This is an optimization exercise on Yosys and OpenROAD, whose aim is small area and a short achievable clock period, not a production implementation. RTL that was checked went through simulation tests only; none was proved equivalent to the original. No driver is modelled on the clock port, so clocking that relies on it looks cheaper here than on a real chip. Power is estimated from default activity; no workload was simulated.

Design gamma_interp_11bit, start of the top module:
module gamma_interp_11bit #(
  parameter int OUT_W = 10
) (
  input  logic             clk,
  input  logic             rst_n,
  input  logic             i_hs,
  input  logic             i_vs,
  input  logic [4:0]       idx,
  input  logic [10:0]      pixel_in,
  input  logic [10:0]      lowLevel,
  input  logic [10:0]      highLevel,
  input  logic             lut_we,
  input  logic [5:0]       lut_addr,
  input  logic [OUT_W-1:0] lut_wdata,
  input  logic             lut_commit,
  output logic             commit_pending,
  output logic             o_hs,
  output logic             o_vs,
  output logic [OUT_W-1:0] pix_out
);
  localparam int N = 33;
  function automatic logic [9:0] ramp(input int k);
    logic [31:0] v;
    v = 32'(k) * 32;
    if (v > 1023) v = 1023;
    ramp = v[9:0];
  endfunction
  logic [9:0] r_shadow [N];
  logic [9:0] r_active [N];
  logic       r_act_ramp;    
  logic       r_pend;
  logic       r_vs_prev;
  logic       w_copy;
  assign w_copy         = r_pend & r_vs_prev & ~i_vs;
  assign commit_pending = r_pend;
  always_ff @(posedge clk or negedge rst_n) begin
    if (!rst_n) begin
      r_pend    <= 1'b0;
      r_vs_prev <= 1'b0;
    end else begin
      r_pend    <= lut_commit | (r_pend & ~w_copy);
      r_vs_prev <= i_vs;
    end
  end
  always_ff @(posedge clk or negedge rst_n) begin
    if (!rst_n) begin
      for (int k = 0; k < N; k++) r_shadow[k] <= ramp(k);
    end else if (lut_we && lut_addr <= 6'd32) begin
      r_shadow[lut_addr] <= lut_wdata;
    end
  end
  always_ff @(posedge clk or negedge rst_n) begin
    if (!rst_n) r_act_ramp <= 1'b1;
    else if (w_copy) r_act_ramp <= 1'b0;
  end
  always_ff @(posedge clk) begin
    if (w_copy)
      for (int k = 0; k < N; k++) r_active[k] <= r_shadow[k];
  end
  logic [15:0] w_so1;
  logic [16:0] w_se, w_so;
  logic [9:0]  w_ye, w_yo;
  logic [10:0] w_d, w_w;
  logic [4:0]  w_je;
  assign w_je = {1'b0, idx[4:1]} + {4'b0, idx[0]};
  always_comb begin
    for (int j = 0; j < 16; j++) w_so1[j] = (idx[4:1] == 4'(j));
    for (int j = 0; j < 17; j++) begin
      w_so[j] = (j < 16) ? (~r_act_ramp & w_so1[j % 16]) : 1'b0;
  ...
export LEC_CHECK = 0
export ABC_AREA = 1
export CAP_MARGIN = 20
export CORE_MARGIN = 2
export CORE_UTILIZATION = 40
export CTS_CLUSTER_DIAMETER = 80
export CTS_CLUSTER_SIZE = 25
export SLEW_MARGIN = 60
create_clock -name core_clock -period 10.0 [get_ports {clk}]
standard.sh (not shown) runs the stock make flow with config.mk's settings and CLKGATE_MAP_FILE= SYNTH_SCRIPT=/design/flow/synth_recipe.tcl, a recipe that flattens the netlist after the stock synthesis.
==> flow/flow/run.sh <==
#!/bin/bash
set -euo pipefail
mapfile -t EXTRA < <(grep -v '^#' flow/extra.txt | grep .)
bash standard.sh "${EXTRA[@]}" finish > standard.log 2>&1
==> flow/flow/extra.txt <==
SETUP_SLACK_MARGIN=6.5
ADDER_MAP_FILE=
BUFFER_PORTS_ARGS=-buffer_cell sky130_fd_sc_hd__buf_4
The baseline passed the timing, design-rule and antenna checks.
==> next run, changes <==
==> flow/flow/extra.txt (replaced) <==
SETUP_SLACK_MARGIN=7.0
ADDER_MAP_FILE=
- CTS_CLUSTER_DIAMETER: 80 -> default
- CTS_CLUSTER_SIZE: 25 -> default
- SLEW_MARGIN: 60 -> 20
The changed run finished with timing, DRC and antenna clean. Via count grows by about 12%. Final cell count rises by 6.6%. Critical path depth stays the same.
==> next run, changes <==
==> flow/flow/extra.txt (replaced) <==
SETUP_SLACK_MARGIN=6.5
ADDER_MAP_FILE=
BUFFER_PORTS_ARGS=-buffer_cell sky130_fd_sc_hd__buf_4
=> The changed run completed with no timing, DRC or antenna violations. Non-clock buffer count drops by 231. Via count drops by 7.9%. Fmax drops by 6.0%. Wire length drops by 14%. Combinational power drops by 22%. Global-route usage drops by 2.8 points. Total power drops by 9.4%. Design area drops by 12%. Utilization drops by 6.3 points.
==> next run, changes <==
==> flow/flow/extra.txt (replaced) <==
SETUP_SLACK_MARGIN=6.5
ADDER_MAP_FILE=
- CORE_UTILIZATION: 40 -> 65
- cell area falls by about 0.9%
- die area falls by about 40%
- first-iteration DRC count rises by 67%
- power rises by about 1%


Another version of the RTL of gamma_interp_11bit (not shown whole).
For scale: ~4200 cells after synthesis, roughly 73 I/O pins, ~36000 sq um of cells after synthesis.
export LEC_CHECK = 0
export ABC_AREA = 1
export CAP_MARGIN = 20
export CORE_MARGIN = 2
export CORE_UTILIZATION = 40
export CTS_CLUSTER_DIAMETER = 80
export CTS_CLUSTER_SIZE = 25
export SLEW_MARGIN = 60
export SYNTH_HIERARCHICAL = 1
export TNS_END_PERCENT = 5
create_clock -name core_clock -period 10.0 [get_ports {clk}]
==> flow/flow/extra.txt <==
SETUP_SLACK_MARGIN=7.0
ADDER_MAP_FILE=
BUFFER_PORTS_ARGS=-buffer_cell sky130_fd_sc_hd__buf_4
Scripts as last shown in full above: flow/flow/run.sh
==> next run, changes <==
==> flow/flow/run.sh (replaced) <==
#!/bin/bash
# The standard layout (standard.sh: ORFS synthesis through finish) with
# extra ORFS settings from flow/extra.txt (one VAR=value per line), and one
# added step after clock tree synthesis: flow/recover.tcl downsizes cells
# (to smaller drive strengths of the same cell) wherever that keeps the worst
# setup slack, then legalizes placement. The design is still built and signed
# off at the design's clock period and constraints.
set -euo pipefail
mapfile -t EXTRA < <(grep -v '^#' flow/extra.txt | grep .)
bash standard.sh "${EXTRA[@]}" cts > standard_cts.log 2>&1
openroad -no_init -exit flow/recover.tcl > recover.log 2>&1
bash standard.sh "${EXTRA[@]}" finish > standard.log 2>&1
==> flow/flow/recover.tcl (new file) <==
# Area recovery after CTS: try each logic cell at smaller drive strengths of
# the same function and keep the smallest one that leaves the worst setup
# slack (placement parasitics) no worse than before. Clock tree cells are
# left alone. Then legalize the placement and write the CTS result back.
set res orfs/results/$::env(FLOW_PLATFORM)/gamma_interp_11bit/base
set plat $::env(FLOW_HOME)/platforms/$::env(FLOW_PLATFORM)
foreach lib [glob $plat/lib/*.lib] {
  if {![string match *dummy* $lib]} { read_liberty $lib }
}
read_db $res/4_cts.odb
read_sdc $res/4_cts.sdc
source $plat/setRC.tcl
set_propagated_clock [all_clocks]
estimate_parasitics -placement
set target [worst_slack -max]
puts "before: wns $target area [rsz::design_area]"
set n 0
foreach inst [get_cells *] {
  if {[catch {set lc [get_lib_cells -of_objects $inst]}] || $lc eq "NULL" || $lc eq ""} continue
  if {[catch {set name [get_name $lc]}]} continue
  if {![regexp {^(sky130_fd_sc_hd__[a-z0-9]+)_([0-9]+)$} $name -> base size]} continue
  if {[regexp {clkbuf|clkinv|clkdly|dlygate|dlymetal|tap|fill|decap|conb} $base]} continue
  set cands {}
  foreach c [get_lib_cells ${base}_*] {
    set cn [get_name $c]
    if {[regexp {_([0-9]+)$} $cn -> s2] && $s2 < $size} { lappend cands [list $s2 $cn] }
  }
  foreach c [lsort -integer -index 0 $cands] {
    set cn [lindex $c 1]
    replace_cell $inst $cn
    if {[worst_slack -max] >= $target} { incr n; break }
    replace_cell $inst $name
  }
}
puts "downsized $n cells"
detailed_placement
check_placement
estimate_parasitics -placement
puts "after: wns [worst_slack -max] area [rsz::design_area]"
write_db $res/4_cts.odb
TNS_END_PERCENT = 0   (was 5)
Result: The new run completed with no timing, DRC or antenna violations; global-route usage fell by 0.15 points; die area does not change; critical path depth came out lower by 15; sequential power is about the same; cell area went down by 2.4%; final cell count barely changes.
==> next run, changes <==
==> flow/flow/run.sh (replaced) <==
#!/bin/bash
set -euo pipefail
mapfile -t EXTRA < <(grep -v '^#' flow/extra.txt | grep .)
bash standard.sh "${EXTRA[@]}" finish > standard.log 2>&1
TNS_END_PERCENT = 10   (was 0)
removed: flow/flow/recover.tcl
After rerunning: The changed run produced a clean layout. Clock skew is about the same. Cell count is about the same. Power came out higher by 1.2%. Global-route usage increases by 0.30 points. First-iteration DRC count shrinks by 4.3%. Count of clock-buffer cells in the layout stays the same. Worst hold slack is about the same. Fmax went up by 2.5%. Utilization is higher by 0.58 points. Non-clock buffer count is lower by 14.
==> next run, changes <==
CORE_UTILIZATION = 45   (was 40)
TNS_END_PERCENT = 0   (was 10)
Power rose by 2.8%.
Via count rose by 1.2%.
Utilization rose by 6.2 points.
Final area is about the same.
Worst hold slack is about the same.
Combinational power rose by 5.8%.
First-iteration DRC count rose by 15%.
Fmax fell by 0.77%.
Worst setup slack is worse by 0.025 ns.
Critical path depth stays the same.
Wire length rose by 3.3%.


## job 3267
gamma_interp_11bit, a different RTL version from the one above (not shown whole).
clock: 10.0 ns
lec_check: 0
abc_clock_period_in_ps: 3000
cap_margin: 20
core_margin: 2
core_utilization: 40
slew_margin: 20
==> flow/flow/run.sh <==
#!/bin/bash
set -euo pipefail
mapfile -t EXTRA < <(grep -v '^#' flow/extra.txt | grep .)
bash standard.sh "${EXTRA[@]}" finish > standard.log 2>&1
==> flow/flow/extra.txt <==
SETUP_SLACK_MARGIN=6.8
ADDER_MAP_FILE=
Inputs modified between job 3267 and job 9203:
==> flow/flow/extra.txt <==
SETUP_SLACK_MARGIN=6.0
ADDER_MAP_FILE=
[summary]
Diff job 3267 -> job 9203: final cell count without fillers fell by 2.3%, fmax rose by about 1.4%, number of cells on the critical path stayed essentially flat. Diff job 3267 -> job 9203: layout-stage area growth over the synthesis result shrank by 8.5 points; maximum number of pins on one net before global-route repair rose 13; worst setup slack shows an increase of 0.065 ns.
The following lists how job 8492 was set up differently from job 9203:
- SETUP_SLACK_MARGIN: unset -> 5
==> flow/run.sh (new file) <==
#!/bin/bash
# synth_recipe.tcl (not shown) runs the flow's synth.tcl, then flattens the netlist and writes it again
# the make line also repeats each setting of config.mk as NAME=value (left out here)
make -C /OpenROAD-flow-scripts/flow DESIGN_CONFIG=/design/flow/config.mk WORK_HOME=/design/flow/orfs CLKGATE_MAP_FILE= SYNTH_SCRIPT=/design/flow/synth_recipe.tcl finish
removed: flow/flow/run.sh
removed: flow/flow/extra.txt
removed: flow/standard.sh
Findings:
Job 8492 against job 9203: clock tree skew after final layout went up 0.016 ns, power drawn by the clock network went up about 4%, wire length went down 13000 um, total standard cell area after synthesis went down 6.2%.
The die used by job 8492 is smaller than the one used by job 9203.
When job 8492 is set beside job 9203, its power turns out to be 13% smaller.
Here is what was changed in the inputs of job 2372 compared with job 8492.
- clearing SETUP_SLACK_MARGIN, which used to be 5
==> flow/flow/run.sh (new file) <==
#!/bin/bash
set -euo pipefail
MARGIN=$(cat flow/margin.txt)
bash standard.sh SETUP_SLACK_MARGIN=$MARGIN finish > standard.log 2>&1
==> flow/flow/margin.txt (new file) <==
6.8
==> flow/standard.sh (new file) <==
#!/bin/bash
# synth_recipe.tcl (not shown) runs the flow's synth.tcl, then flattens the netlist and writes it again
# the make line also repeats each setting of config.mk as NAME=value (left out here)
make -C /OpenROAD-flow-scripts/flow DESIGN_CONFIG=/design/flow/config.mk WORK_HOME=/design/flow/orfs CLKGATE_MAP_FILE= SYNTH_SCRIPT=/design/flow/synth_recipe.tcl "${@:-finish}"
removed: flow/run.sh
==> summary.txt <==
- Job 2372 reports a higher cell area than job 8492 does.
- Side by side, worst slack at placement turned out lower in job 2372 than in job 8492.
- The internal portion of total power of job 2372 exceeds that of job 8492 by 7.0%.
No run of this note included a check of the RTL's function; only the layout flow was run.

what the ideal ports hide:
The flow's constraints put no driver on any port. The routed layouts listed below were extracted and timed again, unchanged, in two steps.
Step 1: set_driving_cell puts a clkbuf_16 on clk and a buf_2 on each other input, an assumption about the parent block.
Step 2 adds t to the input delays and takes it off the output delays; t is the mean of the earliest and latest rising clock arrival at the registers after step 1. Input paths then give back, and output paths get back, about the clock's delay inside the block.
Three values: ideal, step 1, step 2; two values: the first two.
| run | t (ns) | setup slack, ns | hold WS [ns] | worst register clock-pin slew, ns |
|---|---|---|---|---|
| the first run of note 1 | 0.680 | 6.475 / 6.471 / 5.791 | 0.364 / 0.364 / 0.364 | 0.10 / 0.10 |
| the second run of note 1 | 0.705 | 6.665 / 6.621 / 5.916 | 0.348 / 0.348 / 0.348 | 0.07 / 0.07 |
| the third run of note 1 | 0.696 | 6.453 / 6.456 / 5.760 | 0.356 / 0.356 / 0.356 | 0.06 / 0.06 |
| the fourth run of note 1 | 0.689 | 6.114 / 6.160 / 5.471 | 0.357 / 0.357 / 0.357 | 0.07 / 0.07 |
| the first run of note 2 | 0.685 | 6.819 / 6.798 / 6.113 | 0.353 / 0.353 / 0.353 | 0.10 / 0.10 |
| the second run of note 2 | 0.686 | 6.730 / 6.716 / 6.029 | 0.353 / 0.353 / 0.353 | 0.10 / 0.10 |
| the third run of note 2 | 0.683 | 6.811 / 6.806 / 6.135 | 0.353 / 0.353 / 0.353 | 0.10 / 0.10 |
| the fourth run of note 2 | 0.684 | 6.786 / 6.756 / 6.072 | 0.354 / 0.354 / 0.354 | 0.11 / 0.11 |
| job 3267 | 0.685 | 5.317 / 5.207 / 4.521 | 0.353 / 0.353 / 0.353 | 0.06 / 0.06 |
| job 9203 | 0.691 | 5.382 / 5.296 / 4.605 | 0.358 / 0.358 / 0.358 | 0.07 / 0.07 |
| job 8492 | 0.702 | 5.168 / 5.168 / 4.631 | 0.351 / 0.351 / 0.351 | 0.06 / 0.06 |
| job 2372 | 0.704 | 5.260 / 5.260 / 5.260 | 0.351 / 0.351 / 0.351 | 0.07 / 0.07 |
After both steps every run listed still meets setup and hold. For job 3267, which loses most, drivers alone change the setup slack by -0.110 ns; drivers and shift together by -0.796 ns.
